What follows belongs to an exercise in optimizing a design on an open flow for small area and a short achievable clock period; a production flow would make more cautious choices.
The RTL was checked by simulation tests, not by an equivalence proof against the original design.
No activity file was given, so power comes from the tool's default toggle rates.

File: flow/config.mk
export PLATFORM = sky130hd
export DESIGN_NAME = frame_tx_top
export DESIGN_NICKNAME = frame_tx_top
export VERILOG_FILES = /design/flow/design.v
export SDC_FILE = /design/flow/constraint.sdc
export NUM_CORES = 4
export LEC_CHECK = 0
export ABC_AREA = 1
export CAP_MARGIN = 20
export CORE_MARGIN = 2
export CORE_UTILIZATION = 50
export PLACE_DENSITY = 0.7
export SLEW_MARGIN = 20
export SYNTH_HIERARCHICAL = 1
File: flow/standard.sh
#!/bin/bash
# synth_recipe.tcl (not shown) runs the flow's synth.tcl, then flattens the netlist and writes it again
# the make line also repeats each setting of config.mk as NAME=value (left out here)
make -C /OpenROAD-flow-scripts/flow DESIGN_CONFIG=/design/flow/config.mk WORK_HOME=/design/flow/orfs CLKGATE_MAP_FILE= SYNTH_SCRIPT=/design/flow/synth_recipe.tcl "${@:-finish}"
File: flow/design.v
`timescale 1ns/1ps
`default_nettype none
module frame_sequencer (
	input  logic        clk,
	input  logic        rst_n,
	input  logic        start,
	input  logic        data_out_rd,
	input  logic [10:0] ip_total,
	input  logic [8:0]  word_cnt,
	output logic        ctrl_load,
	output logic        ctrl_busy,
	output logic        ctrl_advance,
	output logic        ctrl_pop,
	output logic [12:0] hdr_sel,
	output logic        pay_phase,
	output logic        sop,
	output logic        eop,
	output logic        data_out_rdy,
	output logic [1:0]  be_out
);
	logic        state;
	logic [10:0] next_last_sum;
	logic        next_is_last;
	logic        tail_only;
	logic        last_r;
	logic        pop_ok;
	assign ctrl_load    = !state && start;
	assign ctrl_busy    = state;
	assign ctrl_advance = state && data_out_rd;
	assign next_last_sum = ip_total + 11'd9;
	assign next_is_last  = (pay_phase || hdr_sel[12]) && (word_cnt == next_last_sum[10:2]);
	assign tail_only = (ip_total[1] == ip_total[0]);
	assign ctrl_pop = data_out_rd && pop_ok;
	always_ff @(posedge clk) begin
		if (ctrl_load) begin
			hdr_sel   <= 13'd1;
			pay_phase <= 1'b0;
		end else if (ctrl_advance) begin
			hdr_sel   <= {hdr_sel[11:0], 1'b0};
			pay_phase <= pay_phase | hdr_sel[12];
		end
	end
	always_ff @(posedge clk or negedge rst_n) begin
		if (!rst_n) begin
			state  <= 1'b0;
			last_r <= 1'b0;
			pop_ok <= 1'b0;
		end else if (ctrl_load) begin
			state  <= 1'b1;
			last_r <= 1'b0;
			pop_ok <= 1'b0;
		end else if (ctrl_advance) begin
			state  <= !last_r;
			last_r <= next_is_last;
			pop_ok <= !last_r && (pay_phase | hdr_sel[12]) && !(next_is_last && tail_only);
		end
	end
	assign sop          = state && hdr_sel[0];
	assign eop          = last_r;
	assign be_out       = last_r ? {~ip_total[1], ip_total[0]} : 2'b00;
	assign data_out_rdy = state;
endmodule
`default_nettype wire
`timescale 1ns/1ps
`default_nettype none
module header_builder (
	input  logic        clk,
	input  logic        ctrl_load,
	input  logic        ctrl_advance,
	input  logic [12:0] hdr_sel,
	input  logic [47:0] mac_dst_addr,
	input  logic [47:0] mac_src_addr,
	input  logic [7:0]  ip_dsf,
	input  logic [15:0] ip_id,
	input  logic [2:0]  ip_flags,
	input  logic [12:0] ip_frag_offset,
	input  logic [7:0]  ip_ttl,
	input  logic [31:0] ip_src_addr,
	input  logic [31:0] ip_dst_addr,
	input  logic [15:0] tcp_src_port,
	input  logic [15:0] tcp_dst_port,
	input  logic [31:0] tcp_seq_num,
	input  logic [31:0] tcp_ack_num,
	input  logic [5:0]  tcp_flags,
	input  logic [15:0] tcp_window,
	input  logic [15:0] payload_len,
	input  logic [15:0] payload_sum,
	input  logic [15:0] carry,
	output logic [10:0] ip_total,
	output logic [8:0]  word_cnt,
	output logic [15:0] hdr_hi,
	output logic [15:0] hdr_lo
);
	localparam logic [15:0] ETHERTYPE = 16'h0800;
	localparam logic [7:0]  IP_PROTO  = 8'd6;
	localparam logic [15:0] TCP_LEN_ADJ = 16'hFFFF - 16'(20 + 20)
		+ 16'(20) + 16'(8'd6);
	logic [31:0] mac_dst_r;
	logic [15:0] mac_hi_ip_acc;
	logic [47:0] mac_src_r;
	logic [7:0]  ip_dsf_r;
	logic [15:0] ip_id_r;
	logic [2:0]  ip_flags_r;
	logic [12:0] ip_frag_r;
	logic [7:0]  ip_ttl_r;
	logic [31:0] ip_src_r;
	logic [31:0] ip_dst_r;
	logic [10:0] ip_total_r;
	logic [15:0] tcp_sport_r;
	logic [15:0] tcp_dport_r;
	logic [31:0] tcp_seq_r;
	logic [31:0] tcp_ack_r;
	logic [5:0]  tcp_flags_r;
	logic [15:0] tcp_window_r;
	logic [15:0] tcp_acc;
	always_ff @(posedge clk) begin
		if (ctrl_load) begin
			mac_src_r    <= mac_src_addr;
			ip_dsf_r     <= ip_dsf;
			ip_id_r      <= ip_id;
			ip_flags_r   <= ip_flags;
			ip_frag_r    <= ip_frag_offset;
			ip_ttl_r     <= ip_ttl;
			ip_src_r     <= ip_src_addr;
			ip_dst_r     <= ip_dst_addr;
			ip_total_r   <= 11'(payload_len + 16'(20 + 20));
			tcp_sport_r  <= tcp_src_port;
			tcp_dport_r  <= tcp_dst_port;
			tcp_seq_r    <= tcp_seq_num;
			tcp_ack_r    <= tcp_ack_num;
			tcp_flags_r  <= tcp_flags;
			tcp_window_r <= tcp_window;
		end
	end
	assign ip_total = ip_total_r;
	always_ff @(posedge clk) begin
		if (ctrl_load)
			mac_dst_r <= mac_dst_addr[31:0];
		else if (ctrl_advance && hdr_sel[1])
			mac_dst_r[8:0] <= 9'd2;
		else if (ctrl_advance && !hdr_sel[0])
			mac_dst_r[8:0] <= mac_dst_r[8:0] + 9'd1;
	end
	assign word_cnt = mac_dst_r[8:0];
	logic [15:0] part_hi, part_lo;
	always_comb begin
		part_hi = ({16{hdr_sel[4]}}  & {5'd0, ip_total_r})
		        | ({16{hdr_sel[5]}}  & {ip_flags_r, ip_frag_r})
		        | ({16{hdr_sel[7]}}  & ip_src_r[15:0])
		        | ({16{hdr_sel[8]}}  & ip_dst_r[15:0])
		        | ({16{hdr_sel[9]}}  & tcp_dport_r)
		        | ({16{hdr_sel[10]}} & tcp_seq_r[15:0])
		        | ({16{hdr_sel[11]}} & tcp_ack_r[15:0]);
		part_lo = ({16{hdr_sel[4]}}  & ip_id_r)
		        | ({16{hdr_sel[5]}}  & {ip_ttl_r, IP_PROTO})
		        | ({16{hdr_sel[6]}}  & ip_src_r[31:16])
		        | ({16{hdr_sel[7]}}  & ip_dst_r[31:16])
		        | ({16{hdr_sel[8]}}  & tcp_sport_r)
		        | ({16{hdr_sel[9]}}  & tcp_seq_r[31:16])
		        | ({16{hdr_sel[10]}} & tcp_ack_r[31:16])
		        | ({16{hdr_sel[11]}} & {4'd5, 6'd0, tcp_flags_r});
		hdr_hi = part_hi
		       | ({16{hdr_sel[0]}}  & mac_hi_ip_acc)
		       | ({16{hdr_sel[1]}}  & mac_dst_r[15:0])
		       | ({16{hdr_sel[2]}}  & mac_src_r[31:16])
		       | ({16{hdr_sel[3]}}  & ETHERTYPE)
		       | ({16{hdr_sel[6]}}  & ~mac_hi_ip_acc)
		       | ({16{hdr_sel[12]}} & tcp_window_r);
		hdr_lo = part_lo
		       | ({16{hdr_sel[0]}}  & mac_dst_r[31:16])
		       | ({16{hdr_sel[1]}}  & mac_src_r[47:32])
		       | ({16{hdr_sel[2]}}  & mac_src_r[15:0])
		       | ({16{hdr_sel[3]}}  & {8'h45, ip_dsf_r})
		       | ({16{hdr_sel[12]}} & ~tcp_acc);
	end
	logic        ip_slot;
	logic        tcp_slot;
	logic [15:0] sum_acc, sum_a, sum_b, sum_r;
	assign ip_slot  = hdr_sel[0] | hdr_sel[1] | hdr_sel[4] | hdr_sel[5];
	assign tcp_slot = hdr_sel[2] | hdr_sel[3] | (|hdr_sel[11:6]);
	assign sum_acc = ({16{hdr_sel[0]}} & {8'h45, ip_dsf_r})
	               | ({16{hdr_sel[1] | hdr_sel[4] | hdr_sel[5]}} & mac_hi_ip_acc)
	               | ({16{!ip_slot}} & tcp_acc);
	assign sum_a = ({16{hdr_sel[0]}} & ip_src_r[31:16])
	             | ({16{hdr_sel[1]}} & ip_dst_r[31:16])
	             | ({16{hdr_sel[2]}} & tcp_window_r)
	             | ({16{hdr_sel[3]}} & {5'd0, ip_total_r})
	             | part_hi;
	assign sum_b = ({16{hdr_sel[0]}} & ip_src_r[15:0])
	             | ({16{hdr_sel[1]}} & ip_dst_r[15:0])
	             | ({16{hdr_sel[2]}} & carry)
	             | ({16{hdr_sel[3]}} & TCP_LEN_ADJ)
	             | part_lo;
	oc_adder3 u_add (
		.x (sum_acc),
		.y (sum_a),
		.z (sum_b),
		.r (sum_r)
	);
	always_ff @(posedge clk) begin
		if (ctrl_load)
			mac_hi_ip_acc <= mac_dst_addr[47:32];
		else if (ctrl_advance && ip_slot)
			mac_hi_ip_acc <= sum_r;
	end
	always_ff @(posedge clk) begin
		if (ctrl_load)
			tcp_acc <= payload_sum;
		else if (ctrl_advance && tcp_slot)
			tcp_acc <= sum_r;
	end
endmodule
`default_nettype wire
`default_nettype none
module oc_adder3 (
	input  logic [15:0] x,
	input  logic [15:0] y,
	input  logic [15:0] z,
	output logic [15:0] r
);
	logic [15:0] s, c, g, p;
	logic [15:0] gg [0:4];
	logic [15:0] pp [0:4];
	assign s = x ^ y ^ z;
	assign c = {(x[14:0] & y[14:0]) | (x[14:0] & z[14:0]) | (y[14:0] & z[14:0]),
	            (x[15] & y[15]) | (x[15] & z[15]) | (y[15] & z[15])};
	assign g = s & c;
	assign p = s ^ c;
	assign gg[0] = g;
	assign pp[0] = p;
	for (genvar lv = 0; lv < 4; lv++) begin : g_lv
		for (genvar i = 0; i < 16; i++) begin : g_bit
			if (i & (1 << lv)) begin : g_node
				localparam int J = ((i >> lv) << lv) - 1;
				assign gg[lv+1][i] = gg[lv][i] | (pp[lv][i] & gg[lv][J]);
				assign pp[lv+1][i] = pp[lv][i] & pp[lv][J];
			end else begin : g_pass
				assign gg[lv+1][i] = gg[lv][i];
				assign pp[lv+1][i] = pp[lv][i];
			end
		end
	end
	assign r[0] = p[0] ^ gg[4][15];
	for (genvar i = 1; i < 16; i++) begin : g_sum
		assign r[i] = p[i] ^ (gg[4][i-1] | (pp[4][i-1] & gg[4][15]));
	end
endmodule
`default_nettype wire
`timescale 1ns/1ps
`default_nettype none
module payload_aligner (
	input  logic        clk,
	input  logic        ctrl_load,
	input  logic        ctrl_pop,
	input  logic        pay_phase,
	input  logic [15:0] tcp_urgent_ptr,
	input  logic [15:0] hdr_hi,
	input  logic [15:0] hdr_lo,
	input  logic [31:0] data_in,
	output logic [15:0] carry,
	output logic [31:0] data_out
);
	always_ff @(posedge clk) begin
		if (ctrl_load)
			carry <= tcp_urgent_ptr;
		else if (ctrl_pop)
			carry <= data_in[15:0];
	end
	assign data_out[31:16] = hdr_hi | (pay_phase ? carry : 16'h0000);
	assign data_out[15:0]  = hdr_lo | (pay_phase ? data_in[31:16] : 16'h0000);
endmodule
`default_nettype wire
`timescale 1ns/1ps
`default_nettype none
module frame_tx_top (
	input  logic        clk,
	input  logic        rst_n,
	input  logic        start,
	input  logic [47:0]   mac_dst_addr,
	input  logic [47:0]   mac_src_addr,
	input  logic [7:0]  ip_dsf,
	input  logic [15:0]       ip_id,
	input  logic [2:0]  ip_flags,
	input  logic [12:0] ip_frag_offset,
	input  logic [7:0]  ip_ttl,
	input  logic [31:0]    ip_src_addr,
	input  logic [31:0]    ip_dst_addr,
	input  logic [15:0]       tcp_src_port,
	input  logic [15:0]       tcp_dst_port,
	input  logic [31:0]    tcp_seq_num,
	input  logic [31:0]    tcp_ack_num,
	input  logic [5:0]  tcp_flags,
	input  logic [15:0]       tcp_window,
	input  logic [15:0]       tcp_urgent_ptr,
	input  logic [15:0]        payload_len,
	input  logic [15:0]       payload_sum,
	output logic [31:0]       data_out,
	output logic [1:0]         be_out,
	output logic        data_out_rdy,
	input  logic        data_out_rd,
	output logic        sop,
	output logic        eop,
	input  logic [31:0]       data_in,
	output logic        data_in_rd,
	output logic        busy
);
	logic        ctrl_load;
	logic        ctrl_advance;
	logic        ctrl_pop;
	logic [12:0] hdr_sel;
	logic        pay_phase;
	logic [10:0] ip_total;
	logic [8:0]  word_cnt;
	logic [15:0] hdr_hi;
	logic [15:0] hdr_lo;
	logic [15:0] carry;
	frame_sequencer u_seq (
		.clk          (clk),
		.rst_n        (rst_n),
		.start        (start),
		.data_out_rd  (data_out_rd),
		.ip_total     (ip_total),
		.word_cnt     (word_cnt),
		.ctrl_load    (ctrl_load),
		.ctrl_busy    (busy),
		.ctrl_advance (ctrl_advance),
		.ctrl_pop     (ctrl_pop),
		.hdr_sel      (hdr_sel),
		.pay_phase    (pay_phase),
		.sop          (sop),
		.eop          (eop),
		.data_out_rdy (data_out_rdy),
		.be_out       (be_out)
	);
	assign data_in_rd = ctrl_pop;
	header_builder u_hdr (
		.clk            (clk),
		.ctrl_load      (ctrl_load),
		.ctrl_advance   (ctrl_advance),
		.hdr_sel        (hdr_sel),
		.mac_dst_addr   (mac_dst_addr),
		.mac_src_addr   (mac_src_addr),
		.ip_dsf         (ip_dsf),
		.ip_id          (ip_id),
		.ip_flags       (ip_flags),
		.ip_frag_offset (ip_frag_offset),
		.ip_ttl         (ip_ttl),
		.ip_src_addr    (ip_src_addr),
		.ip_dst_addr    (ip_dst_addr),
		.tcp_src_port   (tcp_src_port),
		.tcp_dst_port   (tcp_dst_port),
		.tcp_seq_num    (tcp_seq_num),
		.tcp_ack_num    (tcp_ack_num),
		.tcp_flags      (tcp_flags),
		.tcp_window     (tcp_window),
		.payload_len    (payload_len),
		.payload_sum    (payload_sum),
		.carry          (carry),
		.ip_total       (ip_total),
		.word_cnt       (word_cnt),
		.hdr_hi         (hdr_hi),
		.hdr_lo         (hdr_lo)
	);
	payload_aligner u_align (
		.clk            (clk),
		.ctrl_load      (ctrl_load),
		.ctrl_pop       (ctrl_pop),
		.pay_phase      (pay_phase),
		.tcp_urgent_ptr (tcp_urgent_ptr),
		.hdr_hi         (hdr_hi),
		.hdr_lo         (hdr_lo),
		.data_in        (data_in),
		.carry          (carry),
		.data_out       (data_out)
	);
endmodule
`default_nettype wire
File: flow/flow/run.sh
#!/bin/bash
set -euo pipefail
export BUFFER_PORTS_ARGS="-buffer_cell sky130_fd_sc_hd__buf_1"
export SETUP_SLACK_MARGIN=5.5
export CTS_ARGS="-sink_clustering_enable -repair_clock_nets -buf_list sky130_fd_sc_hd__clkbuf_16 -sink_clustering_size 25 -sink_clustering_max_diameter 100"
bash standard.sh > standard_flow.log 2>&1
File: flow/constraint.sdc
create_clock -name core_clock -period 10.0 [get_ports {clk}]
set_input_delay 2.0000 -clock core_clock [delete_from_list [all_inputs] [get_ports {clk}]]
set_output_delay 2.0000 -clock core_clock [all_outputs]
set_load 0.01 [all_outputs]
==> results of run 1 <==
logic make-up after synthesis:
| group | count (synthesis) | synth area share (%) |
|---|---|---|
| buffers and inverters | 243 | 5.98 |
| flip-flops | 386 | 61.0 |
| AO/OA/AOI/OAI | 149 | 4.31 |
| XOR/XNOR | 10 | 0.467 |
| adder cells (fa/ha/maj) | 36 | 3.08 |
| AND/OR/NAND/NOR | 1159 | 25.1 |
repair_timing:
| item | CTS | global route |
|---|---|---|
| pin swaps | 1 | 0 |
| setup endpoints to repair | 50 | 16 |
| gates cloned | 0 | 0 |
| buffers inserted | 6 | 1 |
| resized for setup | 15 | 10 |
power by group:
part / total [mW] / internal, mW / switching [mW]
Sequential: 1.78 / 1.77 / 0.00943
Clock: 0.902 / 0.378 / 0.524
Combinational: 0.151 / 0.0636 / 0.0874
synth_stat cells, types with 2 or more instances:
| library cell | instances |
|---|---|
| sky130_fd_sc_hd__xnor2_1 | 6 |
| sky130_fd_sc_hd__fa_1 | 17 |
| sky130_fd_sc_hd__o211ai_1 | 4 |
| sky130_fd_sc_hd__a21oi_1 | 91 |
| sky130_fd_sc_hd__buf_6 | 10 |
| sky130_fd_sc_hd__nand2_2 | 23 |
| sky130_fd_sc_hd__inv_1 | 158 |
| sky130_fd_sc_hd__inv_2 | 2 |
| sky130_fd_sc_hd__a21boi_0 | 2 |
| sky130_fd_sc_hd__a21oi_4 | 2 |
| sky130_fd_sc_hd__edfxtp_1 | 369 |
| sky130_fd_sc_hd__nor2_4 | 2 |
| sky130_fd_sc_hd__nor2_1 | 107 |
| sky130_fd_sc_hd__o21ai_0 | 30 |
| sky130_fd_sc_hd__nand2_4 | 3 |
| sky130_fd_sc_hd__ha_1 | 19 |
| sky130_fd_sc_hd__nor3_1 | 4 |
| sky130_fd_sc_hd__buf_2 | 41 |
| sky130_fd_sc_hd__o21ai_1 | 4 |
| sky130_fd_sc_hd__clkbuf_1 | 16 |
| sky130_fd_sc_hd__buf_12 | 2 |
| sky130_fd_sc_hd__dfxtp_1 | 14 |
| sky130_fd_sc_hd__nand2_1 | 845 |
| sky130_fd_sc_hd__o22ai_1 | 13 |
| sky130_fd_sc_hd__xor2_1 | 4 |
| sky130_fd_sc_hd__nand4_1 | 25 |
| sky130_fd_sc_hd__nand3_1 | 144 |
| sky130_fd_sc_hd__buf_4 | 12 |
| sky130_fd_sc_hd__dfrtp_1 | 3 |
layout by cell type, fill, tap and decap left out, types with 4 or more instances in the layout:
cell / n
sky130_fd_sc_hd__nand2_1: 839
sky130_fd_sc_hd__xor2_1: 4
sky130_fd_sc_hd__diode_2: 4
sky130_fd_sc_hd__nand3_1: 144
sky130_fd_sc_hd__inv_1: 163
sky130_fd_sc_hd__dfxtp_1: 5
sky130_fd_sc_hd__clkbuf_16: 19
sky130_fd_sc_hd__buf_4: 18
sky130_fd_sc_hd__xnor2_1: 6
sky130_fd_sc_hd__nor2_1: 103
sky130_fd_sc_hd__nand2_2: 28
sky130_fd_sc_hd__a21oi_1: 90
sky130_fd_sc_hd__o21ai_0: 26
sky130_fd_sc_hd__o21ai_1: 6
sky130_fd_sc_hd__edfxtp_1: 369
sky130_fd_sc_hd__ha_1: 19
sky130_fd_sc_hd__buf_1: 442
sky130_fd_sc_hd__nor3_1: 4
sky130_fd_sc_hd__dfxtp_2: 4
sky130_fd_sc_hd__nand4_1: 25
sky130_fd_sc_hd__o22ai_1: 13
sky130_fd_sc_hd__fa_1: 17
sky130_fd_sc_hd__dfxtp_4: 5
sky130_fd_sc_hd__nor2_4: 5
sky130_fd_sc_hd__nand2_4: 4
sky130_fd_sc_hd__o211ai_1: 4
layer usage:
metal / track usage, % / part of all wire (%) / wire length, µm / vias up
met3: 4.99 / 8.4 / 5310 / 115
met4: 14.2 / 4.7 / 2940 / 0
met2: 54.6 / 49 / 30700 / 800
met1: 40.2 / 38 / 24200 / 7306
met5: 0 / 0 / 0 / -
li1: - / - / - / 7326
cell type report:
type	count	area, µm²	area share, %
Multi-Input combinational cell	1354	6260	29.2
Clock buffer	19	475	2.22
Antenna cell	4	10.0	0.0468
Clock inverter	11	78.8	0.368
Tap cell	468	586	2.74
Inverter	162	634	2.96
Timing Repair Buffer	468	1900	8.89
Sequential cell	386	11500	53.5
through the flow:
step	power [mW]	hold WS, ns	worst slack (ns)	utilization, %
2_1_floorplan	1.88	0.449	2.04	-
3_3_place_gp	1.97	0.514	4.96	56.3
3_5_place_dp	1.97	0.515	4.91	56.3
4_1_cts	2.84	0.541	5.52	58.1
5_1_grt	2.92	0.563	5.52	58.2
6_report	2.84	0.559	5.58	58.2
registers in the layout, summed over array words and instances (netlist names), 32 cells and up:
register and count:
u_hdr.mac_src_r 48, u_hdr.ip_src_r 32, u_hdr.tcp_seq_r 32, u_hdr.mac_dst_r 32, u_hdr.ip_dst_r 32, u_hdr.tcp_ack_r 32
Yosys stat by module (local to each module, per instance), a selection:
module / area (µm²) / flops+latches / copies in the design
header_builder: 15100 / 353 / 1
oc_adder3: 1420 / 0 / 1
payload_aligner: 1120 / 16 / 1
frame_sequencer: 1050 / 17 / 1
worst min-delay path, cell delays in order (launching register included):
cell	delay, ns
sky130_fd_sc_hd__dfrtp_1	0.41
sky130_fd_sc_hd__nand2_1	0.07
sky130_fd_sc_hd__nand2_1	0.06
worst max-delay path by stage:
stage | from | end | slack [ns] | cells past startpoint
after global routing | u_seq.hdr_sel[7] | u_hdr.mac_hi_ip_acc[1] | 5.52 | 20
after CTS | u_seq.hdr_sel[2] | data_out[21] | 5.52 | 8
final | data_in[21] | data_out[5] | 5.58 | 4
after floorplan | start | u_hdr.mac_hi_ip_acc[0] | 2.04 | 6
after detailed placement | start | u_hdr.mac_hi_ip_acc[15] | 4.91 | 7
after global placement | start | u_hdr.mac_hi_ip_acc[12] | 4.96 | 7
==> results list, run 1 <==
- Vias in the first global route: approximately 15,000
* Crit-path max FO: 1
- Summed over all cells, the static leakage comes to about 8.6 nW.
* Destination of the worst register-to-register timing path: u_hdr.mac_hi_ip_acc[1]
* Synthesis-to-finish area growth: 14.2%
* Data required time at the worst endpoint: approximately 8.0 ns
* Worst reg-to-reg path cell count: 20
* Core ar.: approximately 37,000 µm²
* IR drop worst, VDD: between 150 and 200 µV
* Fmax: approximately 230 MHz
- In this run the most critical hold path is launched from u_seq.pop_ok.
- The cell family contributing the most delay on the critical path is buffers and inverters.
- Slew margin rel.: ~35%
- In the final timing run, aggregate negative setup slack is 0 ns.
- Measured slew at the worst slew-check pin: about 1 ns
* Placed cell count: roughly 2,800
- Total count of max-transition violations in the final report: 0
- Average cell area after synthesis: around 9.5 µm²
- In this run the count of I/O pins placed on the die edge is roughly 450.
* Status: no timing/DRC/antenna violations
- The wire-length estimate of the detail-placed layout is ~46,000 µm.
* Maximum number of pins on one net before global-route repair: ~170
- The longest clock path from root to sink contains 3 buffers.
- CP startpoint kind: input port
* Vias: 15,547
- The number of antenna violations at the first check in global routing was 4.
- The initialized floorplan defines 70 standard-cell rows.
* Largest incremental delay on the critical path: about 0.18 ns
* Cell area after placement: slightly above 20,000 µm²
- CP Buf/Inv Count: 2
- Among all flip-flop cells after synthesis, the most frequent one is sky130_fd_sc_hd__edfxtp_1.
* Yosys Warn Count: 12
- Setup repair after global routing left no endpoint under its margin.
- Count of clock tree sinks: between 300 and 400
- Asr flop ratio synth: less than 1%
* Power density over the cells: between 100 and 150 nW/µm²
- Overall routing resource usage: 31.9%
* DIE HEIGHT: 198 µm
- The total overflow left after global routing is 0.
* Count of TritonRoute iterations in the first routing pass: 8
* Synthesized net count: approximately 2,400
- The count of nets left with antenna violations once routing finished came out at 0.
* Number of port buffers: around 440
* Post-detailed-route DRC marker count: 0
* Data arrival time of the worst path: 2.42 ns
* Number of register bits inferred by synthesis: 386
- After routing the design area is between 20,000 and 25,000 µm².
* Number of non-filler instances in the completed layout: approximately 2,900
- In the finished design, the share of the clock period the worst path needs comes to about 44%.
* Sequence of cells on the critical path: buf_1, nand2_1, nand2_1, buf_2
- Crit path top cell by count: sky130_fd_sc_hd__nand2_1
* Routed length per instance: 22.0 µm
- Endpoints failing hold: 0
- Counting instances, the worst hold path has a depth of 2.
- The number of different library cells used by synthesis comes to 40.
* Final setup fails: 0
- Crit path capture type: output pin
- The largest individual stage delay along the critical path comes from the cell sky130_fd_sc_hd__buf_2.
- The synthesized design contains 369 enable-type register cells.
- Clock-pin slew reported for the worst setup and hold paths after clock tree synthesis: around 0.11 ns
- Clock period minus final worst setup slack: 4.42 ns
- In the final layout, the share of cells above drive strength 1 is under 10%.
- At the end of the flow, the number of nets in the layout was ~2,800.
- In this run the number of H-tree levels came out at 1.
* First-pass GRT wire length: 90,100 µm
- TritonCTS built the clock tree.
- Total of fill cells in the finished design: roughly 3,300
- Area of the mapped netlist: between 15,000 and 20,000 µm²
- For hold timing, the worst endpoint is u_seq.pop_ok.
- TritonCTS created 19 clock buffers.
- Clk latency of the worst-skew pair: around 0.57 ns
* Floorplan die width: slightly below 200 µm
* Aggregate routed wire length: around 63,000 µm
- Number of hold-repair buffers added at the cts stage: 0
- The worst register-to-register path has a setup slack of ~5.7 ns.
* Class of the worst hold path: flop to flop
- By area the synthesized netlist is led by sky130_fd_sc_hd__edfxtp_1, sky130_fd_sc_hd__nand2_1, sky130_fd_sc_hd__nand3_1.
* Cell taking the most area after synthesis: sky130_fd_sc_hd__edfxtp_1
* Die Area: 39,000 µm²
- Using the TritonRoute via totals, the vias-per-cell ratio works out to about 5.4.
* GPL Wtd Cong: between 0.9 and 1
- Number of DRC violations after detailed-routing iteration 0: approximately 1,300
- Syn Inst Count: 1,983
- The share of synthesized area in the top cell type comes to about three fifths.
* Clk_skew: about 0.026 ns
- Starting density of the core: between 50 and 60%
* Clk root buf: sky130_fd_sc_hd__clkbuf_16
- The startpoint identified for the worst register-to-register timing path is u_seq.hdr_sel[7].
- The critical path is of the input port to output pin type.
* Maxcap violations: 0
* Fraction of the yosys area taken by sequential cells: approximately three fifths
==> run 2: changes to the inputs <==
--- a/flow/config.mk
+++ b/flow/config.mk
@@ -6,5 +6,4 @@
 export NUM_CORES = 4
 export LEC_CHECK = 0
-export ABC_AREA = 1
 export CAP_MARGIN = 20
 export CORE_MARGIN = 2
==> results list, run 2 <==
* Slew margin rel.: approximately 29%
* Combinational Power Share: under 10%
* Post-detailed-route DRC marker count: 0
- Asr flop ratio synth: less than 1%
- Fill cells in the final layout number 2,845.
* Post-synth top flop: sky130_fd_sc_hd__edfxtp_1
- In this run, the number of DRC markers left after iteration 0 of detailed routing was between 1,500 and 2,000.
- Leaving out fill and tap cells, the most frequent cell in the layout is sky130_fd_sc_hd__buf_1.
- In the final layout, the multi-input gates occupy 5610 µm².
- Setup violations remaining at the end of the flow were counted as 0.
- The worst setup path is launched from a flop.
* First-pass GRT wire length: slightly below 80,000 µm
- The final layout contains between 2,000 and 2,500 nets.
* Destination of the worst register-to-register timing path: u_hdr.mac_hi_ip_acc[0]
- Entering global routing, the biggest net connects 172 pins.
- The register with the most flip-flops in the layout has 48 of them.
- In this run, synthesis inferred 369 flip-flops with an integrated enable.
- Number of hold-repair buffers added at the cts stage: 0
- The die is 191 µm tall.
- Hold Path Origin: u_seq.hdr_sel[12]
- Die Area: ~36,000 µm²
- Synthesis handed over a netlist of between 1,000 and 1,500 instances.
- The worst hold path terminates at u_seq.hdr_sel[12].
- The via count of the first global-routing pass was around 12,000.
- Clk buf depth: 3
* Clock group share of total power: approximately 30%
* Static leakage power: between 6 and 7 nW
- For the worst setup path, the data arrival time is ~2.4 ns.
* Net Switching: approximately 0.68 mW
- Fraction of the yosys area taken by sequential cells: between 60% and 70%
- Hold is met by 0.491 ns.
* Endpoints failing hold: 0
* Number of port buffers: about 440
- Of the available clock period, the critical path in the final layout requires between 40 and 50%.
* Aggregate routed wire length: about 56,000 µm
- Crit-path max FO: 27
- Cell taking the most area after synthesis: sky130_fd_sc_hd__edfxtp_1
- Slack of the worst reg-to-reg path: ~5.7 ns
- Power spread over the standard cell area amounts to between 100 and 150 nW/µm².
- TritonCTS built the clock tree.
- Most flops, register: u_hdr.mac_src_r
- Registers are responsible for 60.9% of the overall power.
- The initialized floorplan defines a little under 70 standard-cell rows.
- Switching share of total power: between 20% and 30%
* Average cell area after synthesis: roughly 14 µm²
* Launching point of the worst reg2reg path: u_seq.hdr_sel[7]
* Number of buffers created by CTS: 19
* Measured slew at the worst slew-check pin: about 1.1 ns
- The clock drives just under 400 sinks.
- Crit path capture type: output pin
- Total Negative Setup Slacks: 0 ns
- By area the synthesized netlist is led by sky130_fd_sc_hd__edfxtp_1, sky130_fd_sc_hd__a22oi_1, sky130_fd_sc_hd__a222oi_1.
* Number of register bits inferred by synthesis: just under 400
- Global routing finished with a remaining overflow of 0.
- Setup repair after global routing could not meet its margin everywhere.
* Floorplan die width: 191 µm
- Total count of max-transition violations in the final report: 0
- Max-cap violations in this run came to 0.
* CP Class: flop to output pin
- In the final routed layout, each cell accounts on average for around 26 µm.
- sky130_fd_sc_hd__edfxtp_1 is the most common cell in the netlist.
- For the finished layout, the period the worst path requires is 4.43 ns.
* Commonest cells post-synth: sky130_fd_sc_hd__edfxtp_1, sky130_fd_sc_hd__nand2_1, sky130_fd_sc_hd__a22oi_1
- The number of antenna violations at the first check in global routing was 5.
* Number of vias per cell after detailed routing: 6.10
- Post-route antenna net violation count: 0
- The min-delay analysis places its worst path in the category flop to flop.
- IR drop worst, VDD: ~190 µV
- Summing over every cut layer, the via total after detailed routing is between 10,000 and 15,000.
- Overall routing resource usage: roughly 29%
* Clk_skew: approximately 0.019 ns
* Storage element area: 11,400 µm²
- The internal portion of the total power is approximately 2.3 mW.
* Clk root buf: sky130_fd_sc_hd__clkbuf_16
- H-Tree Depth: 1
- Counting instances, the worst hold path has a depth of 1.
* Starting density of the core: just over 50%
- When the netlist entered floorplanning its net count stood at approximately 1,700.
* Fraction of final layout cells with drive strength greater than 1: 6.93%
- Synthesis-to-finish area growth: 16.4%
- Summing every instance area after synthesis gives about 17,000 µm².
- Clock-pin slew reported for the worst setup and hold paths after clock tree synthesis: 0.10 ns
- In the layout the commonest cells are sky130_fd_sc_hd__buf_1, sky130_fd_sc_hd__edfxtp_1, sky130_fd_sc_hd__nand2_1.
- The floorplan step defined a core boundary enclosing 34,500 µm².
- Worst reg-to-reg path cell count: 14
- Cell variety after synth: 70
- Area share of the largest cell type after synthesis: 63.6%
- Status: no timing/DRC/antenna violations
- Clk latency of the worst-skew pair: roughly 0.54 ns
* Data required time at the worst endpoint: around 8 ns
- Fmax: 226 MHz
* Final HPWL DP: just over 40,000 µm
- GPL Wtd Cong: just over 0.9
- The first TritonRoute pass finished after 11 iterations.
- The Yosys step of the flow raised 12 warnings.
- For this design the top-level I/O count stands at approximately 450.
==> run 2: cell count changes in the layout (fill, tap and decap cells not counted), moves of 59 or more <==
cell / change
sky130_fd_sc_hd__a21oi_1: -59
sky130_fd_sc_hd__nor2_1: -93
sky130_fd_sc_hd__nand2_1: -707
sky130_fd_sc_hd__a22oi_1: +106
sky130_fd_sc_hd__inv_1: -115
sky130_fd_sc_hd__nand3_1: -92
==> run 2: timing repair <==
item | in CTS | in global routing
resized for setup | 21 | 26
gates cloned | 0 | 2
setup endpoints to repair | 43 | 36
buffers inserted | 1 | 1
pin swaps | 4 | 3
==> run 2: routing by layer <==
layer | GRT usage (%) | wire length, µm | vias to the layer above
met3 | 6.75 | 6580 | 72
li1 | - | - | 5746
met1 | 43.8 | 22800 | 6277
met4 | 8.32 | 1580 | 4
met5 | 0 | 19 | -
met2 | 43.4 | 24600 | 847
==> run 2: cell families after synthesis <==
kind of cell    share of synthesized area [%]
flops                                    65.7
compound gates                           15.3
simple gates                             8.30
buf+inv                                  3.34
xor+xnor                                 1.81
fa+ha+maj                                3.32
mux                                      2.27
==> run 2: cell type report <==
cell class / count / area share (%)
clock buffer: 20 / 2.47
antenna: 7 / 0.0864
tap: 455 / 2.81
timing repair buffer: 464 / 9.32
multi-input combinational: 738 / 27.7
clock inverter: 14 / 0.432
sequential: 386 / 56.5
inverter: 37 / 0.685
==> run 2: power groups by stage <==
stage / Sequential (mW) / Combinational, mW / Clock [mW]
after floorplan: 1.84 / 0.143 / 0
after global placement: 1.85 / 0.263 / 0
after detailed placement: 1.85 / 0.267 / 0
after CTS: 1.81 / 0.268 / 0.912
after global routing: 1.82 / 0.290 / 0.962
final: 1.81 / 0.269 / 0.896
==> run 2: how the worst max path moves through the flow <==
| stage | start | endpoint | slack, ns | depth (start not counted) |
|---|---|---|---|---|
| after floorplan | start | u_seq.hdr_sel[6] | 2.27 | 4 |
| after detailed placement | u_seq.hdr_sel[1] | u_hdr.mac_hi_ip_acc[1] | 4.68 | 14 |
| final | u_seq.hdr_sel[4] | data_out[9] | 5.57 | 6 |
| after CTS | u_seq.hdr_sel[1] | u_hdr.mac_hi_ip_acc[1] | 5.48 | 14 |
| after global routing | u_seq.hdr_sel[7] | u_hdr.tcp_acc[0] | 5.45 | 14 |
| after global placement | u_seq.hdr_sel[1] | u_hdr.mac_hi_ip_acc[0] | 4.79 | 14 |
==> run 2: critical path: stages, from the launching register on <==
cell and delay (ns):
sky130_fd_sc_hd__dfxtp_2 0.41, sky130_fd_sc_hd__buf_6 0.23, sky130_fd_sc_hd__a222oi_1 0.47, sky130_fd_sc_hd__and3_4 0.33, sky130_fd_sc_hd__o2111ai_1 0.14, sky130_fd_sc_hd__a21o_1 0.18
sky130_fd_sc_hd__buf_1 0.12
==> run 2: per-module statistics from Yosys, one instance, submodules excluded, excerpt <==
module / cell area (µm²) / flip-flops and latches / times used
header_builder: 14200 / 353 / 1
oc_adder3: 1160 / 0 / 1
frame_sequencer: 1020 / 17 / 1
payload_aligner: 987 / 16 / 1
==> run 2: through the flow <==
| step | instances | power, mW | setup WS (ns) | util, % | area, µm² |
|---|---|---|---|---|---|
| after floorplan | 1248 | 1.98 | 2.27 | - | 17500 |
| after global placement | 2076 | 2.11 | 4.79 | 56.4 | 19400 |
| after detailed placement | 2076 | 2.12 | 4.68 | 56.4 | 19500 |
| after CTS | 2111 | 2.99 | 5.48 | 58.4 | 20100 |
| after global routing | 2117 | 3.07 | 5.45 | 58.8 | 20300 |
| final | 2121 | 2.98 | 5.57 | 58.8 | 20300 |
==> run 3: changes to the inputs <==
--- a/flow/config.mk
+++ b/flow/config.mk
@@ -8,6 +8,5 @@
 export CAP_MARGIN = 20
 export CORE_MARGIN = 2
-export CORE_UTILIZATION = 50
-export PLACE_DENSITY = 0.7
+export CORE_UTILIZATION = 40
 export SLEW_MARGIN = 20
 export SYNTH_HIERARCHICAL = 1
==> results list, run 3 <==
- Power density over the cells: between 100 and 150 nW/µm²
* Count of TritonRoute iterations in the first routing pass: 10
- Counting instances, the worst hold path has a depth of 1.
- CTS tree: yes
- In this run the remaining antenna-violating nets after routing total 0.
- FP Rows: 76
- Overall routing resource usage: 25.5%
- Portion of the clock cycle consumed by the worst path in the final layout: 44.7%
- Detailed placement ended at an HPWL of around 43,000 µm.
- For this configuration, the core starts out at a cell density of roughly 40%.
- Vias in the first global route: approximately 12,000
* Data arrival time of the worst path: 2.47 ns
- WHS Endpoint: u_seq.hdr_sel[12]
- The number of cells on the worst reg-to-reg path is 15.
* Cell with the most instances after synthesis: sky130_fd_sc_hd__edfxtp_1
* Fraction of the yosys area taken by sequential cells: 65.7%
- Power share of the sequential group: about three fifths
- Switching share of total power: about a quarter
* IR drop worst, VDD: between 150 and 200 µV
* Syn Inst Count: between 1,000 and 1,500
- Final setup fails: 0
* Destination of the worst register-to-register timing path: u_hdr.tcp_acc[15]
- The routed design could run at a clock period as short as around 4.5 ns.
- The clock reaches the later pin of the worst-skew pair after approximately 0.56 ns.
* Number of non-filler instances in the completed layout: 2,256
- Entering global routing, the biggest net connects roughly 180 pins.
- Number of buffers created by CTS: 19
- Status: no timing/DRC/antenna violations
* Combinational Power Share: around a tenth
- The number of antenna violations at the first check in global routing was 12.
- Vias: 12,925
- The first global-routing pass estimated about 82,000 µm of wire.
- Count of clock tree sinks: 386
- Routability-driven placement finished with a final weighted congestion of 0.887.
- Placed cell count: between 2,000 and 2,500
* Total Negative Setup Slacks: 0 ns
- In this run the worst path has a maximum fanout of 4.
* Routed length per instance: between 20 and 30 µm
- More flip-flops sit in one register than any other, and that register is u_hdr.mac_src_r.
- Number of hold-repair buffers added at the cts stage: 0
- On the worst path, the slowest cell contributes a delay of ~0.18 ns.
* DIE HEIGHT: about 210 µm
- Smallest hold slack: between 0.4 and 0.5 ns
* Net Switching: a little over 0.7 mW
- The first routing iteration left approximately 1,600 violations.
- The critical path is of the input port to output pin type.
* Post-synth top flop: sky130_fd_sc_hd__edfxtp_1
* Leading cell type in the layout, fill and taps excluded: sky130_fd_sc_hd__buf_1
- Slew margin rel.: between 20% and 30%
- CTS built an H-tree with a depth of 1.
* Average cell area after synthesis: 14.0 µm²
- Synthesis inferred 386 register bits.
- Yosys Warn Count: 12
- Dividing the detail-routed via count by the number of cells gives 5.73.
- Cell taking the most area after synthesis: sky130_fd_sc_hd__edfxtp_1
- The floorplan step defined a core boundary enclosing 43,000 µm².
* Clock group share of total power: roughly 30%
* Maxcap violations: 0
* CP startpoint kind: input port
- CP top delay family: buffers and inverters
- Number of port buffers: approximately 440
- Synthesis-to-finish area growth: 17.6%
- After detailed routing, the total wire length is a little under 60,000 µm.
- Clk root buf: sky130_fd_sc_hd__clkbuf_16
- Area of the mapped netlist: around 17,000 µm²
- Yosys mapped a number of flops with a built-in enable equal to 369.
* Launching point of the worst reg2reg path: u_seq.hdr_sel[10]
- Counting every net in the synthesized netlist gives 1,694.
- The internal portion of the total power is 2.27 mW.
* Static leakage power: around 6.9 nW
- Number of flip-flops in the largest register: 48
- The max-slew violation count is 0.
- The clock passes through at most 3 buffers.
- Unrepaired setup endpoints after global routing: true
* Sequence of cells on the critical path: buf_2, and2_1, buf_1
- CP Buf/Inv Count: 2
- Hold Path Origin: u_seq.hdr_sel[11]
* Measured slew at the worst slew-check pin: around 1.1 ns
- Total grt overflow: 0
- Data required time at the worst endpoint: about 8.0 ns
- Clock-pin slew reported for the worst setup and hold paths after clock tree synthesis: ~0.10 ns
- In the final layout, the share of cells above drive strength 1 is under 10%.
* Asr flop ratio synth: 0.777%
- Clk_skew: ~0.020 ns
* Commonest cells post-synth: sky130_fd_sc_hd__edfxtp_1, sky130_fd_sc_hd__nand2_1, sky130_fd_sc_hd__a22oi_1
- Setup slack of the critical path after layout: about 5.5 ns
* Fmax: 224 MHz
- Crit path capture type: output pin
- Total power for the finished layout comes to 2.98 mW.
* Top-level port count: about 450
- Worst-case setup slack after placement: a little under 5 ns
- The final hold violation count came to 0.
* Commonest cells after routing, fill and taps aside: sky130_fd_sc_hd__buf_1, sky130_fd_sc_hd__edfxtp_1, sky130_fd_sc_hd__nand2_1
- The netlist uses 70 different library cells.
- Area share of the largest cell type after synthesis: between 60% and 70%
- The floorplan step defined a die boundary enclosing 45,200 µm².
* CP max-delay cell: sky130_fd_sc_hd__and2_1
- In this run the register-to-register setup slack is 5.67 ns.
* Class of the worst hold path: flop to flop
- After detailed routing, the number of remaining DRC violations is 0.
- Yosys attributes the largest share of cell area to sky130_fd_sc_hd__edfxtp_1, sky130_fd_sc_hd__a22oi_1, sky130_fd_sc_hd__a222oi_1.
* Floorplan die width: ~210 µm
- The net count of the finished layout is 2,093.
## run 3: cell counts after synthesis
Identical to the previous run, type by type.
## run 3: logic make-up (layout without fill, tap and decap cells)
group / count (synthesis) / in the layout / share of synthesized area, %
flip-flops: 386 / 386 / 65.7
other: 0 / 11 / 0
adder cells (fa/ha/maj): 36 / 36 / 3.32
AO/OA/AOI/OAI: 338 / 338 / 15.3
XOR/XNOR: 36 / 36 / 1.81
buffers and inverters: 125 / 537 / 3.34
AND/OR/NAND/NOR: 293 / 293 / 8.30
multiplexers: 34 / 34 / 2.27
## run 3: area by class of cell
cell class / instances / area [µm²]
diodes: 11 / 27.5
clock buffers: 20 / 500
clock inverters: 14 / 63.8
fillers: 3978 / 22500
inverters: 37 / 139
multi-input cells: 737 / 5640
flip-flops and latches: 386 / 11500
well taps: 585 / 732
repair buffers: 466 / 1910
## run 3: how the worst max path moves through the flow
| stage | start | cells after the start | slack, ns | to |
|---|---|---|---|---|
| finish | data_out_rd | 3 | 5.53 | data_in_rd |
| global route | u_seq.hdr_sel[10] | 7 | 5.49 | data_out[28] |
| CTS | u_seq.hdr_sel[10] | 15 | 5.45 | u_hdr.mac_hi_ip_acc[1] |
| detailed placement | u_seq.hdr_sel[4] | 15 | 4.86 | u_hdr.tcp_acc[1] |
| global placement | u_seq.hdr_sel[4] | 15 | 4.88 | u_hdr.tcp_acc[1] |
| floorplan | start | 4 | 2.27 | u_seq.hdr_sel[6] |
## run 3: repair_timing
| item | 4_1_cts | 5_1_grt |
|---|---|---|
| buffers inserted | 0 | 5 |
| gates resized for setup | 29 | 27 |
| pin swaps | 1 | 4 |
| endpoints found under the setup margin | 65 | 35 |
| endpoints found under the hold margin | 0 | 0 |
## run 3: stage by stage
step | area [µm²] | utilization (%)
floorplan | 17500 | -
global placement | 19600 | 45.7
detailed placement | 19600 | 45.7
CTS | 20300 | 47.2
global route | 20500 | 47.6
finish | 20500 | 47.6
## run 3: per-layer routing
layer  routed length (µm)  up-vias  global-route usage, %
li1                     -     5752                      -
met1                25500     6430                   36.8
met2                26800      652                   38.5
met3                 5800       81                   5.78
met4                 1520       10                   7.40
met5                   71        -                      0
## run 3: power by group through the flow
stage / Clock, mW / Combinational (mW) / Sequential, mW
after floorplan: 0 / 0.143 / 1.84
after global placement: 0 / 0.273 / 1.85
after detailed placement: 0 / 0.276 / 1.85
after CTS: 0.915 / 0.278 / 1.81
after global routing: 0.965 / 0.302 / 1.81
final: 0.893 / 0.279 / 1.81
## run 3: worst reg2reg max path, cell delays in order (launching register included)
cell                       delay [ns]
sky130_fd_sc_hd__dfxtp_1         0.31
sky130_fd_sc_hd__buf_4           0.29
sky130_fd_sc_hd__a22oi_2         0.34
sky130_fd_sc_hd__nand2_1         0.10
sky130_fd_sc_hd__a221oi_1        0.40
sky130_fd_sc_hd__nand2_1         0.25
sky130_fd_sc_hd__fa_1            0.58
sky130_fd_sc_hd__ha_1            0.28
sky130_fd_sc_hd__a21oi_4         0.25
sky130_fd_sc_hd__o21ai_4         0.13
sky130_fd_sc_hd__a211oi_1        0.35
sky130_fd_sc_hd__o21bai_2        0.19
sky130_fd_sc_hd__a221oi_1        0.33
sky130_fd_sc_hd__xnor2_1         0.12
sky130_fd_sc_hd__nand2b_1        0.10
sky130_fd_sc_hd__nand2_1         0.06
## run 3: modules after synthesis (local to each module, per instance), excerpt
module           cell area [µm²]  cells  times used
header_builder             14200    938           1
frame_sequencer             1020    109           1
payload_aligner              987     70           1
oc_adder3                   1160    131           1
==> run 4: changes to the inputs <==
==> flow/flow/run.sh (replaced) <==
#!/bin/bash
set -euo pipefail
export BUFFER_PORTS_ARGS="-buffer_cell sky130_fd_sc_hd__buf_1"
export SETUP_SLACK_MARGIN=5.45
export CTS_ARGS="-sink_clustering_enable -repair_clock_nets -buf_list sky130_fd_sc_hd__clkbuf_16 -sink_clustering_size 25 -sink_clustering_max_diameter 100"
bash standard.sh > standard_flow.log 2>&1
--- a/flow/config.mk
+++ b/flow/config.mk
@@ -8,5 +8,6 @@
 export CAP_MARGIN = 20
 export CORE_MARGIN = 2
-export CORE_UTILIZATION = 40
+export CORE_UTILIZATION = 45
+export PLACE_DENSITY = 0.65
 export SLEW_MARGIN = 20
 export SYNTH_HIERARCHICAL = 1
==> results list, run 4 <==
* Slack of the worst reg-to-reg path: 5.56 ns
- Cell with the most instances after synthesis: sky130_fd_sc_hd__edfxtp_1
- EDFF count, synth: between 300 and 400
- Once placement completed, the tool counted placed cells totaling roughly 2,100.
- Class of the worst hold path: flop to flop
- The die is between 200 and 250 µm tall.
- For this design the static power due to leakage is 6.87 nW.
* Number of hold-repair buffers added at the cts stage: 0
- CP startpoint kind: input port
- Post-route antenna net violation count: 0
- Cell variety after synth: 70
* Combinational Power Share: under 10%
- For this run, the slowest stage of the critical path takes 0.20 ns.
* Starting density of the core: a little under half
- Total count of max-transition violations in the final report: 0
- Asr flop ratio synth: less than 1%
- For this design the total switching power over the nets is about 0.70 mW.
* Synthesis-to-finish area growth: 16.0%
- First-pass GRT wire length: about 82,000 µm
- Aggregate routed wire length: 57,700 µm
* Leading cell type in the layout, fill and taps excluded: sky130_fd_sc_hd__buf_1
* Number of flip-flops in the largest register: between 40 and 50
- Number of buffers created by CTS: 19
- GPL Wtd Cong: 0.888
- Per report_power, the sequential group accounts for 61.3% of the total.
* Vias in the first global route: 12,548
- H-Tree Depth: 1
* Clk buf depth: 3
* Crit path top cell by count: sky130_fd_sc_hd__buf_1
* CP max-delay cell: sky130_fd_sc_hd__and2_4
- The post-route netlist has 5.99% of its cells at a drive strength greater than 1.
* Syn Inst Count: between 1,000 and 1,500
* Post-CTS setup-driven buffer insertion count: 0
- Unrepaired setup endpoints after global routing: true
- Area share of the largest cell type after synthesis: 63.6%
* Overall routing resource usage: roughly 28%
- Layout Nets: about 2,100
- The finished layout holds 2,180 standard cells, fillers aside.
- The share of total power dissipated in the clock network is between 20 and 30%.
- Number of port buffers: roughly 440
- Based on the critical path, the design can be clocked at up to 220 MHz.
- Most flops, register: u_hdr.mac_src_r
* FP Rows: 72
* Core ar.: roughly 38,000 µm²
- The die covers around 40,000 µm².
* Switching share of total power: between 20% and 30%
- At the pin with the least slew margin, the transition time is between 1 and 1.5 ns.
- After synthesis the netlist holds a flip-flop and latch count of 386.
- Number of DRC violations after detailed-routing iteration 0: roughly 1,800
* Data required time at the worst endpoint: roughly 8.0 ns
- Floorplan die width: between 200 and 250 µm
- The top cell types in the final layout, fill and taps aside, are sky130_fd_sc_hd__buf_1, sky130_fd_sc_hd__edfxtp_1, sky130_fd_sc_hd__nand2_1.
- Count of clock tree sinks: about 390
* Crit path capture type: output pin
- Across the run, the number of max-cap violations was 0.
* Power density over the cells: 146 nW/µm²
- Counting every net in the synthesized netlist gives 1,694.
* Final setup fails: 0
* Top-level port count: 449
- Fraction of the yosys area taken by sequential cells: around two thirds
* Crit-path max FO: 4
- Final HPWL DP: 41,700 µm
* Maximum number of pins on one net before global-route repair: between 150 and 200
* Vias: between 10,000 and 15,000
- The final hold violation count came to 0.
- In the routed layout, each cell is associated on average with a via count of between 5 and 6.
- CP Class: input port to output pin
- Clk_skew: about 0.021 ns
- Average cell area after synthesis: ~14 µm²
- Post-synth top flop: sky130_fd_sc_hd__edfxtp_1
- Cell taking the most area after synthesis: sky130_fd_sc_hd__edfxtp_1
- After synthesis, the cell types taking the most area are sky130_fd_sc_hd__edfxtp_1, sky130_fd_sc_hd__a22oi_1, sky130_fd_sc_hd__a222oi_1.
* Status: no timing/DRC/antenna violations
- Portion of the clock cycle consumed by the worst path in the final layout: a little under half
- In this run the tightest slew margin relative to its limit is around 28%.
- Post-detailed-route DRC marker count: 0
- Total grt overflow: 0
- Data arrival time of the worst path: roughly 2.5 ns
- Total Negative Setup Slacks: 0 ns
- Counting I/O delays and the setup requirement, the final critical path takes around 4.5 ns.
- In the synthesized netlist, the cells that appear most often are sky130_fd_sc_hd__edfxtp_1, sky130_fd_sc_hd__nand2_1, sky130_fd_sc_hd__a22oi_1.
* CTS tree: yes
- The clock reaches the later pin of the worst-skew pair after 0.55 ns.
- In this run the clock root is driven by a sky130_fd_sc_hd__clkbuf_16.
- Sequence of cells on the critical path: buf_1, and2_4, buf_1
- Routed length per instance: around 26 µm
- Initial antenna violation count: 8
- Count of TritonRoute iterations in the first routing pass: 8
- VDD sags by at most between 100 and 150 µV.
* Yosys Warn Count: 12
- Internal power summed over all cells: between 2 and 2.5 mW
- Clock-pin slew was measured on the worst setup and hold paths at 0.10 ns.
* Area of the mapped netlist: roughly 17,000 µm²
## run 4: power by group through the flow
| stage | Sequential [mW] | Combinational (mW) | Clock, mW |
|---|---|---|---|
| 2_1_floorplan | 1.84 | 0.143 | 0 |
| 3_3_place_gp | 1.85 | 0.266 | 0 |
| 3_5_place_dp | 1.85 | 0.270 | 0 |
| 4_1_cts | 1.81 | 0.272 | 0.885 |
| 5_1_grt | 1.82 | 0.296 | 0.939 |
| 6_report | 1.81 | 0.271 | 0.873 |
## run 4: cell type report
type / count / area (µm²)
fillers: 3347 / 18300
flip-flops and latches: 386 / 11400
multi-input cells: 737 / 5570
repair buffers: 459 / 1830
well taps: 518 / 648
clock buffers: 19 / 475
inverters: 37 / 139
clock inverters: 15 / 68.8
diodes: 9 / 22.5
## run 4: path summary, 6_finish.rpt
path | start | endpoint | cells past startpoint
max | data_out_rd | data_in_rd | 3
min | u_seq.hdr_sel[12] | u_seq.hdr_sel[12] | 1
max reg2reg | u_seq.hdr_sel[4] | u_hdr.mac_hi_ip_acc[1] | 12
min reg2reg | u_seq.hdr_sel[12] | u_seq.hdr_sel[12] | 1
max in group asynchronous | rst_n | u_seq.pop_ok | 1
min in group asynchronous | rst_n | u_seq.state | 1
## run 4: critical path: cells and delay by family
| kind | cells | cell delay, ns |
|---|---|---|
| buffers and inverters | 2 | 0.34 |
| AND/OR/NAND/NOR | 1 | 0.20 |
## run 4: logic make-up after synthesis
kind of cell	synth area share, %
DFF	65.7
xor gates and xnor gates	1.81
buffers and inverters	3.34
muxes	2.27
AOI/OAI and AO/OA	15.3
adders and majority gates	3.32
and+or+nand+nor	8.30
## run 4: what timing repair did
action                                  CTS  global route
gates resized for setup                  12            18
pin swaps                                 1             0
endpoints found under the hold margin     0             0
endpoints found under the setup margin   25            35
## run 4: routing by layer
| metal | share of wire (%) | global-route usage [%] |
|---|---|---|
| met5 | 0.019 | 0 |
| met4 | 2.6 | 7.94 |
| met3 | 10 | 4.97 |
| met2 | 45 | 41.2 |
| met1 | 43 | 41.6 |
## run 4: modules after synthesis (local to each module, per instance), a selection
| module | flip-flops and latches | cells inside | area (µm²) | times used |
|---|---|---|---|---|
| frame_sequencer | 17 | 109 | 1020 | 1 |
| header_builder | 353 | 938 | 14200 | 1 |
| oc_adder3 | 0 | 131 | 1160 | 1 |
| payload_aligner | 16 | 70 | 987 | 1 |
## run 4: metrics by stage
stage | setup WS (ns) | util, % | hold WS [ns] | cell area [µm²] | power, mW
finish | 5.46 | 52.5 | 0.552 | 20200 | 2.96
global route | 5.37 | 52.5 | 0.559 | 20200 | 3.05
CTS | 5.45 | 52.3 | 0.554 | 20100 | 2.97
detailed placement | 5.17 | 50.8 | 0.522 | 19500 | 2.12
global placement | 5.26 | 50.8 | 0.495 | 19500 | 2.12
floorplan | 2.27 | - | 0.458 | 17500 | 1.98
==> run 5: changes to the inputs <==
==> flow/flow/run.sh (replaced) <==
#!/bin/bash
set -euo pipefail
export BUFFER_PORTS_ARGS="-buffer_cell sky130_fd_sc_hd__buf_1"
export SETUP_SLACK_MARGIN=5.55
export CTS_ARGS="-sink_clustering_enable -repair_clock_nets -buf_list sky130_fd_sc_hd__clkbuf_16 -sink_clustering_size 25 -sink_clustering_max_diameter 100"
bash standard.sh > standard_flow.log 2>&1
==> results list, run 5 <==
- The final route contains between 10,000 and 15,000 vias.
- GR Layer Usage met2: between 40% and 50%
- Average cell area after synthesis: 14.0 µm²
- Floorplan die width: ~200 µm
* Number of port buffers: 443
- Slack of the worst reg-to-reg path: between 5 and 6 ns
- Initial antenna violation count: 8
- Along the worst hold path, the cell count comes to 1.
- Total grt overflow: 0
- Hold Path Origin: u_seq.hdr_sel[12]
- Grt peak-use layer: met1
* CP startpoint kind: input port
- Asr flop ratio synth: less than 1%
* Leading cell type in the layout, fill and taps excluded: sky130_fd_sc_hd__buf_1
- First-pass GRT wire length: slightly above 80,000 µm
* Setup crit start: data_out_rd
* Static leakage power: around 6.9 nW
- Portion of the clock cycle consumed by the worst path in the final layout: between 40% and 50%
- After technology mapping, the gate count stands at between 1,000 and 1,500.
- Cell area after placement: 19,500 µm²
* Number of register bits inferred by synthesis: 386
- Dividing the detail-routed wire length by the instance count gives ~26 µm.
- Of the cells placed in the final design, the portion with a size suffix greater than 1 is between 6 and 7%.
- Worst-case setup slack after placement: between 5 and 6 ns
- Wires add up to 57,600 µm.
- Counting every net in the synthesized netlist gives roughly 1,700.
- In this run the count of I/O pins placed on the die edge is around 450.
- Worst reg-to-reg path cell count: 14
- In this run the number of H-tree levels came out at 1.
* CP top delay family: buffers and inverters
* GPL Wtd Cong: a little under 0.9
* Clk buf depth: 3
* CP max-delay cell: sky130_fd_sc_hd__and2_4
- In this run the worst hold path is classified as flop to flop.
- The biggest area contributor in the post-synthesis netlist is sky130_fd_sc_hd__edfxtp_1.
* Clk latency of the worst-skew pair: between 0.5 and 0.6 ns
* Overall power: about 3.0 mW
- The floorplan step defined a die boundary enclosing between 40,000 and 50,000 µm².
- STA classifies the critical path endpoint as an output pin.
- Commonest cells after routing, fill and taps aside: sky130_fd_sc_hd__buf_1, sky130_fd_sc_hd__edfxtp_1, sky130_fd_sc_hd__nand2_1
- The tightest hold path in the finished design has a slack of between 0.5 and 0.6 ns.
- EDFF count, synth: ~370
* Final Core Density: around 53%
- At the pin with the least slew margin, the transition time is about 1.1 ns.
- Data arrival time of the worst path: 2.44 ns
- The critical path goes through buf_2, and2_4, buf_1.
* CP Class: input port to output pin
- IR drop worst, VDD: ~130 µV
* Cell variety after synth: 70
- Setup slack of the critical path after layout: about 5.6 ns
- Count of TritonRoute iterations in the first routing pass: 9
* Number of vias per cell after detailed routing: 5.97
- Clock-pin slew reported for the worst setup and hold paths after clock tree synthesis: around 0.10 ns
- Commonest cells post-synth: sky130_fd_sc_hd__edfxtp_1, sky130_fd_sc_hd__nand2_1, sky130_fd_sc_hd__a22oi_1
* Vias in the first global route: ~13,000
- The startpoint identified for the worst register-to-register timing path is u_seq.hdr_sel[5].
- Leading post-synthesis cells by cell area: sky130_fd_sc_hd__edfxtp_1, sky130_fd_sc_hd__a22oi_1, sky130_fd_sc_hd__a222oi_1
- Row generation in the floorplan step produced just over 70 rows.
* Synthesis-to-finish area growth: 16.7%
- In the final layout, the multi-input gates occupy roughly 5600 µm².
- Summing all flip-flop and latch instances after layout gives 11,500 µm².
- After routing, the total negative slack on setup checks comes to 0 ns.
- Data required time at the worst endpoint: about 8.0 ns
- Post-synth top flop: sky130_fd_sc_hd__edfxtp_1
* Unrepaired setup endpoints after global routing: true
- Total of fill cells in the finished design: 3,342
- The wire-length estimate of the detail-placed layout is 41,700 µm.
- Levels on crit path: 3
* Number of DRC violations after detailed-routing iteration 0: approximately 1,700
* Placed cell count: between 2,000 and 2,500
- Number of non-filler instances in the completed layout: around 2,200
- Fraction of the yosys area taken by sequential cells: roughly 66%
- Number of hold-repair buffers added at the cts stage: 0
* Met1 Usage GRT: approximately two fifths
* CP Buf/Inv Count: 2
* Largest incremental delay on the critical path: around 0.16 ns
- Fmax: 225 MHz
- Once layout is done, the placed cells without fillers occupy just over 20,000 µm².
- Of the post-synthesis cell area, the dominant cell type holds roughly 64%.
* CTS tree: yes
- The detail route stage leaves a number of antenna-violating nets equal to 0.
- Crit-path max FO: 4
- Number of buffers created by CTS: 19
- Most flops, register: u_hdr.mac_src_r
- Cell with the most instances after synthesis: sky130_fd_sc_hd__edfxtp_1
- Count of clock tree sinks: roughly 390
- The initial utilization of the core area, before any placement, comes to 45.3%.
- Number of flip-flops in the largest register: between 40 and 50
- Slew margin rel.: a little over a quarter
* DIE HEIGHT: roughly 200 µm
* Final setup fails: 0
* Maximum number of pins on one net before global-route repair: 186
- At the end of the flow, the number of nets in the layout was between 2,000 and 2,500.
- Global routing consumed, over all layers together, between 20% and 30% of the routing resources.
- The final hold violation count was 0.
- Yosys Warn Count: 12
* Global routing usage on met3: under 10%
- Clock period minus final worst setup slack: 4.44 ns
- After detailed routing, the number of remaining DRC violations is 0.
- Power density over the cells: around 150 nW/µm²
- The max-slew violation count came to 0.
- Clk_skew: around 0.021 ns
* Status: no timing/DRC/antenna violations
- Across the run, the number of max-cap violations was 0.
* Core ar.: around 38,000 µm²
- In this run the cell area of the synthesized design comes to about 17,000 µm².
- In this run the clock root is driven by a sky130_fd_sc_hd__clkbuf_16.
==> run 5: cell count changes in the layout (fill, tap and decap cells not counted), sizes merged <==
cell and change:
buf +4
==> run 5: worst paths after layout <==
check                                          to
hold / removal                  u_seq.hdr_sel[12]
min in group asynchronous             u_seq.state
hold reg to reg                 u_seq.hdr_sel[12]
setup / recovery                       data_in_rd
max in group asynchronous            u_seq.last_r
setup reg to reg           u_hdr.mac_hi_ip_acc[1]
==> run 5: metal layers <==
metal / wire length (µm) / vias to the layer above
met1: 24700 / 6424
met3: 5770 / 74
met2: 25600 / 796
met4: 1530 / 2
li1: - / 5740
met5: 11 / -
==> run 5: logic make-up (layout without fill, tap and decap cells) <==
logic type               count (synthesis)  count (layout)  synth area share [%]
adder cells (fa/ha/maj)                 36              36                  3.32
other                                    0               9                     0
AND/OR/NAND/NOR                        293             293                  8.30
AO/OA/AOI/OAI                          338             338                  15.3
XOR/XNOR                                36              36                  1.81
multiplexers                            34              34                  2.27
buffers and inverters                  125             534                  3.34
flip-flops                             386             386                  65.7
==> run 5: power by group <==
part / leakage [nW] / internal [mW] / switching (mW) / total, mW
Combinational: 3.13 / 0.113 / 0.158 / 0.272
Clock: 0.309 / 0.355 / 0.518 / 0.873
Sequential: 3.48 / 1.79 / 0.0248 / 1.81
==> run 5: layout make-up <==
class / count / share of cell area (%)
clock buffer: 19 / 2.34
clock inverter: 15 / 0.338
sequential: 386 / 56.3
antenna: 9 / 0.111
inverter: 37 / 0.683
multi-input combinational: 737 / 27.7
timing repair buffer: 463 / 9.36
tap: 518 / 3.19
==> run 5: what timing repair did <==
action	4_1_cts	5_1_grt
pin swaps	2	7
gates resized for setup	26	34
buffers inserted	0	4
endpoints found under the setup margin	50	34
==> run 5: modules after synthesis (local to each module, per instance), a selection <==
module           cell area (µm²)  cells inside  times used
frame_sequencer             1020           109           1
oc_adder3                   1160           131           1
header_builder             14200           938           1
payload_aligner              987            70           1
==> run 6: changes to the inputs <==
==> flow/flow/run.sh (replaced) <==
#!/bin/bash
set -euo pipefail
export BUFFER_PORTS_ARGS="-buffer_cell sky130_fd_sc_hd__buf_1"
export SETUP_SLACK_MARGIN=5.7
export CTS_ARGS="-sink_clustering_enable -repair_clock_nets -buf_list sky130_fd_sc_hd__clkbuf_16 -sink_clustering_size 25 -sink_clustering_max_diameter 100"
bash standard.sh > standard_flow.log 2>&1
==> results list, run 6 <==
- Status: no timing/DRC/antenna violations
* Portion of the clock cycle consumed by the worst path in the final layout: between 40% and 50%
- Floorplan die width: 201 µm
* Number of port buffers: around 440
- Data required time at the worst endpoint: 8.00 ns
* Count of clock tree sinks: ~390
- The most critical setup path has its startpoint at data_in[24].
* Clock-pin slew reported for the worst setup and hold paths after clock tree synthesis: ~0.10 ns
* Destination of the worst register-to-register timing path: u_hdr.mac_hi_ip_acc[1]
- CP top delay family: buffers and inverters
- Fmax: 229 MHz
- Counting flops with a built-in enable in the synthesized netlist gives about 370.
- For the pin with the worst max-slew slack, the measured transition is 1.03 ns.
* Syn Inst Count: 1,248
- The max-slew violation count is 0.
- After floorplanning, the core was sized to cover 38,500 µm².
* Clk root buf: sky130_fd_sc_hd__clkbuf_16
* Crit path capture type: output pin
* Slew margin rel.: a little under a third
- In the routed design, unresolved DRC markers number 0.
- Overall routing resource usage: between 20% and 30%
- Hold timing on the final database bottoms out at a slack of between 0.5 and 0.6 ns.
* Clk_skew: roughly 0.020 ns
- Clk latency of the worst-skew pair: ~0.55 ns
- First-pass GRT wire length: 82,400 µm
* Layout Nets: between 2,000 and 2,500
- In the synthesized netlist the dominant register cell turns out to be sky130_fd_sc_hd__edfxtp_1.
- GPL Wtd Cong: 0.888
* Synthesized net count: 1,694
* Final HPWL DP: 41,700 µm
- For this design the ratio of total power to cell area is approximately 140 nW/µm².
- The via count of the first global-routing pass was between 10,000 and 15,000.
- H-Tree Depth: 1
- The Yosys step of the flow raised 12 warnings.
- The critical path in this run is classified as input port to output pin.
- Data on the critical path arrives at its endpoint at ~2.4 ns.
- CP max-delay cell: sky130_fd_sc_hd__a21o_1
- The setup check on the worst reg-to-reg path leaves a slack of a little under 6 ns.
* Number of buffers created by CTS: 19
* Launching point of the worst reg2reg path: u_seq.hdr_sel[4]
- Number of register bits inferred by synthesis: around 390
* Hold Path Origin: u_seq.hdr_sel[4]
- Crit-path max FO: 1
- Initial antenna violation count: 9
- Total grt overflow: 0
- Counting both buffers and inverters, the worst setup path holds a total of 2.
- Synthesis-to-finish area growth: 18.7%
- Once layout is done, the placed cells without fillers occupy 20,700 µm².
- Commonest cells post-synth: sky130_fd_sc_hd__edfxtp_1, sky130_fd_sc_hd__nand2_1, sky130_fd_sc_hd__a22oi_1
- Final setup fails: 0
- Sequence of cells on the critical path: buf_1, a21o_1, clkbuf_2
- The floorplan step defined a die boundary enclosing between 40,000 and 50,000 µm².
- Using the TritonRoute via totals, the vias-per-cell ratio works out to 5.98.
* Worst reg-to-reg path cell count: 13
* Clk buf depth: 3
* Vias: roughly 13,000
- Leading cell type in the layout, fill and taps excluded: sky130_fd_sc_hd__buf_1
- In this run the remaining antenna-violating nets after routing total 0.
* Overall power: ~3.0 mW
* Final Core Density: ~54%
* Endpoints failing hold: 0
- Aggregate routed wire length: ~59,000 µm
* Total Negative Setup Slacks: 0 ns
* Asr flop ratio synth: less than 1%
- In the layout the commonest cells are sky130_fd_sc_hd__buf_1, sky130_fd_sc_hd__edfxtp_1, sky130_fd_sc_hd__nand2_1.
* Count of TritonRoute iterations in the first routing pass: 8
- Area of the mapped netlist: roughly 17,000 µm²
- The layout has ~3,300 filler cells.
* IR drop worst, VDD: about 130 µV
- Cell with the most instances after synthesis: sky130_fd_sc_hd__edfxtp_1
- Ranked by total cell area, the synthesized netlist is headed by sky130_fd_sc_hd__edfxtp_1, sky130_fd_sc_hd__a22oi_1, sky130_fd_sc_hd__a222oi_1.
run 6: worst max path at each step:
stage | endpoint | slack, ns | depth (start not counted)
3_3_place_gp | u_hdr.mac_hi_ip_acc[1] | 5.26 | 15
2_1_floorplan | u_seq.hdr_sel[6] | 2.27 | 4
3_5_place_dp | u_hdr.tcp_acc[1] | 5.17 | 15
4_1_cts | data_out[8] | 5.63 | 3
5_1_grt | data_out[8] | 5.60 | 3
6_report | data_out[8] | 5.64 | 3
run 6: modules after synthesis (local to each module, per instance), a selection:
module / cell area [µm²] / flip-flops and latches
header_builder: 14200 / 353
frame_sequencer: 1020 / 17
oc_adder3: 1160 / 0
payload_aligner: 987 / 16
run 6: area by class of cell:
cell class / instances / area (µm²) / area share, %
Antenna cell: 10 / 25.0 / 0.121
Clock buffer: 19 / 475 / 2.30
Clock inverter: 15 / 68.8 / 0.333
Inverter: 37 / 139 / 0.672
Multi-Input combinational cell: 738 / 5740 / 27.8
Sequential cell: 386 / 11500 / 55.5
Tap cell: 518 / 648 / 3.14
Timing Repair Buffer: 473 / 2110 / 10.2
run 6: metrics by stage:
step / setup WS (ns) / instances
finish: 5.64 / 2196
global route: 5.60 / 2193
CTS: 5.63 / 2174
detailed placement: 5.17 / 2137
global placement: 5.26 / 2137
floorplan: 2.27 / 1248
run 6: cells by family after synthesis:
| family | after synthesis | share of synthesized area, % |
|---|---|---|
| flops | 386 | 65.7 |
| fa+ha+maj | 36 | 3.32 |
| simple gates | 293 | 8.30 |
| compound gates | 338 | 15.3 |
| xor+xnor | 36 | 1.81 |
| buf+inv | 125 | 3.34 |
| mux | 34 | 2.27 |
run 6: routing by layer:
| metal | global-route usage [%] | up-vias | wire, µm |
|---|---|---|---|
| li1 | - | 5784 | - |
| met1 | 40.9 | 6484 | 24600 |
| met2 | 40.6 | 767 | 25700 |
| met3 | 6.12 | 100 | 6190 |
| met4 | 9.68 | 2 | 2160 |
| met5 | 0 | - | 11 |
run 6: timing repair:
item | CTS | global route
endpoints found under the setup margin | 60 | 40
resized for setup | 65 | 53
pin swaps | 12 | 12
buffers inserted | 3 | 8
gates cloned | 0 | 4
run 6: where the power goes:
group | switching (mW) | total (mW) | internal, mW
clock network | 0.517 | 0.872 | 0.355
logic | 0.160 | 0.281 | 0.121
registers | 0.0251 | 1.81 | 1.79
